What follows belongs to an exercise in optimizing a design on an open flow for a short achievable clock period and few clock cycles; a production flow would make more cautious choices. Function was checked by simulation only, so behaviour that the tests miss may differ from the original. Power and IR drop assume default switching activity.

==> inputs of run a <==
## core
module core (
    input  logic                                clk,
    input  logic                                rst_n_i,
    input  logic [core_cfg_pkg::inst_w_c-1:0]   if_inst_i,
    output logic [core_cfg_pkg::xlen_c-1:0]     if_inst_addr_o,
    output logic                                mem_wen_o,
    output logic [core_cfg_pkg::xlen_c-1:0]     mem_waddr_o,
    output logic [core_cfg_pkg::xlen_c-1:0]     mem_wdata_o
);
    localparam int bht_w_c = 6;               
    localparam int bht_n_c = 1 << bht_w_c;
    localparam int lp_n_c  = 4;               
    localparam int bi_w_c  = bht_w_c + 15;    
    function automatic logic [32:0] add32(input logic [31:0] x, input logic [31:0] y,
                                          input logic cin, input logic inv);
        logic [31:0] g;
        logic [31:0] p;
        logic [31:0] gg;
        logic [31:0] pp;
        logic [31:0] gn;
        logic [31:0] pn;
        logic [31:0] c;
        g  = x & y;
        p  = x ^ y;
        gg = g;
        pp = p;
        for (int d = 1; d < 32; d = d * 2) begin
            gn = gg;
            pn = pp;
            for (int i = 0; i < 32; i++) begin
                if ((i / d) % 2 == 1) begin
                    gn[i] = gg[i] | (pp[i] & gg[(i / d) * d - 1]);
                    pn[i] = pp[i] & pp[(i / d) * d - 1];
                end
            end
            gg = gn;
  ...
==> flow/config.mk <==
export PLATFORM = sky130hd
export DESIGN_NAME = core
export DESIGN_NICKNAME = core
export VERILOG_FILES = /design/flow/design.v
export SDC_FILE = /design/flow/constraint.sdc
export NUM_CORES = 4
export LEC_CHECK = 0
export ABC_CLOCK_PERIOD_IN_PS = 2500
export CAP_MARGIN = 40
export CORE_MARGIN = 2
export CORE_UTILIZATION = 30
export SETUP_SLACK_MARGIN = 2.0
export SLEW_MARGIN = 40
==> flow/constraint.sdc <==
create_clock -name core_clock -period 5.5 [get_ports {clk}]
set_input_delay 1.1000 -clock core_clock [delete_from_list [all_inputs] [get_ports {clk}]]
set_output_delay 1.1000 -clock core_clock [all_outputs]
set_load 0.01 [all_outputs]
run.sh (not shown) runs the stock make flow with config.mk's settings and CLKGATE_MAP_FILE= SYNTH_SCRIPT=/design/flow/synth_recipe.tcl, a recipe that flattens the netlist after the stock synthesis.
==> inputs of run b, as changes to run a <==
--- a/flow/design.v
+++ b/flow/design.v
@@ -48,15 +48,15 @@
     input  logic                                rst_n_i,
     input  logic [core_cfg_pkg::inst_w_c-1:0]   if_inst_i,
     output logic [core_cfg_pkg::xlen_c-1:0]     if_inst_addr_o,
     output logic                                mem_wen_o,
     output logic [core_cfg_pkg::xlen_c-1:0]     mem_waddr_o,
     output logic [core_cfg_pkg::xlen_c-1:0]     mem_wdata_o
 );
-    localparam int bht_w_c = 6;               
+    localparam int bht_w_c = 5;               
     localparam int bht_n_c = 1 << bht_w_c;
     localparam int lp_n_c  = 4;               
     localparam int bi_w_c  = bht_w_c + 15;    
     function automatic logic [32:0] add32(input logic [31:0] x, input logic [31:0] y,
                                           input logic cin, input logic inv);
         logic [31:0] g;
         logic [31:0] p;
==> notes.md <==
quantity	run a	run b
Status	no timing/DRC/antenna violations	no timing/DRC/antenna violations
Post-place setup slack	817 ps	416 ps
Post-cts sizing count	175	208
Data required time of the critical path	6330 ps	6360 ps
Number of synthesized flops with an enable pin	2196	2132
Crit. Startpoint	pc_f[2]	xa0_e2
Nets	12600	12100
Met3 layer usage reported by global route	0.106	0.104
Clock latency reported for the late side of the worst-skew pair	980 ps	990 ps
Number of multi-input combinational cells in the layout	7362	7009
Startpoint of the worst hold path	alt_e1[30]	alt_e1[44]
Critical Path Slowest Stage Cell	sky130_fd_sc_hd__mux4_2	sky130_fd_sc_hd__a222oi_1
Worst-case clock skew	67.2 ps	94.1 ps
Number of placement rows	258	254
Routed wire length on met3	117000 um	113000 um
Clock network power share	0.463	0.464
Grt met2 use	0.372	0.367
Number of buffers other than clock buffers in the final layout	782	745
Share of the core filled with cells in the final layout	0.356	0.357
Final clock period utilization by the worst path	0.678	0.740
Share of the synthesized netlist area taken by xor and xnor gates	0.0418	0.0432
Origin of the critical flop-to-flop path	pc_f[2]	xa0_e2
Testbench counts of run a, summed over its fixed seeds: cycles 61,440.
Testbench counts of run b, summed over its fixed seeds: cycles 61,539.

[port drivers added, routing unchanged]
How much do the figures lean on ideal ports? The routed layouts below were timed once more, with nothing changed but the port constraints. Step 1 assumes that a clkbuf_16 drives the clock port and a buf_2 every other input. Step 2 also shifts input and output timing later by t, the mid clock arrival at the registers, as if the neighbouring blocks saw the same clock. Three values: no drivers, after step 1, after step 2; two values: the first two.
run | t, ns | slack for setup (ns) | worst setup path after step 2 | worst register clock-pin slew, ns | cell pins on the clock port's net
run a | 1.043 | 1.769 / 1.769 / 1.109 | input to register | 0.07 / 0.07 | 1
run b | 1.047 | 1.428 / 1.428 / 0.932 | input to register | 0.08 / 0.08 | 1
After both steps setup and hold are still met in every run listed. The setup slack of run a, which loses most, moves by 0.000 ns with the drivers and by -0.660 ns with both steps.
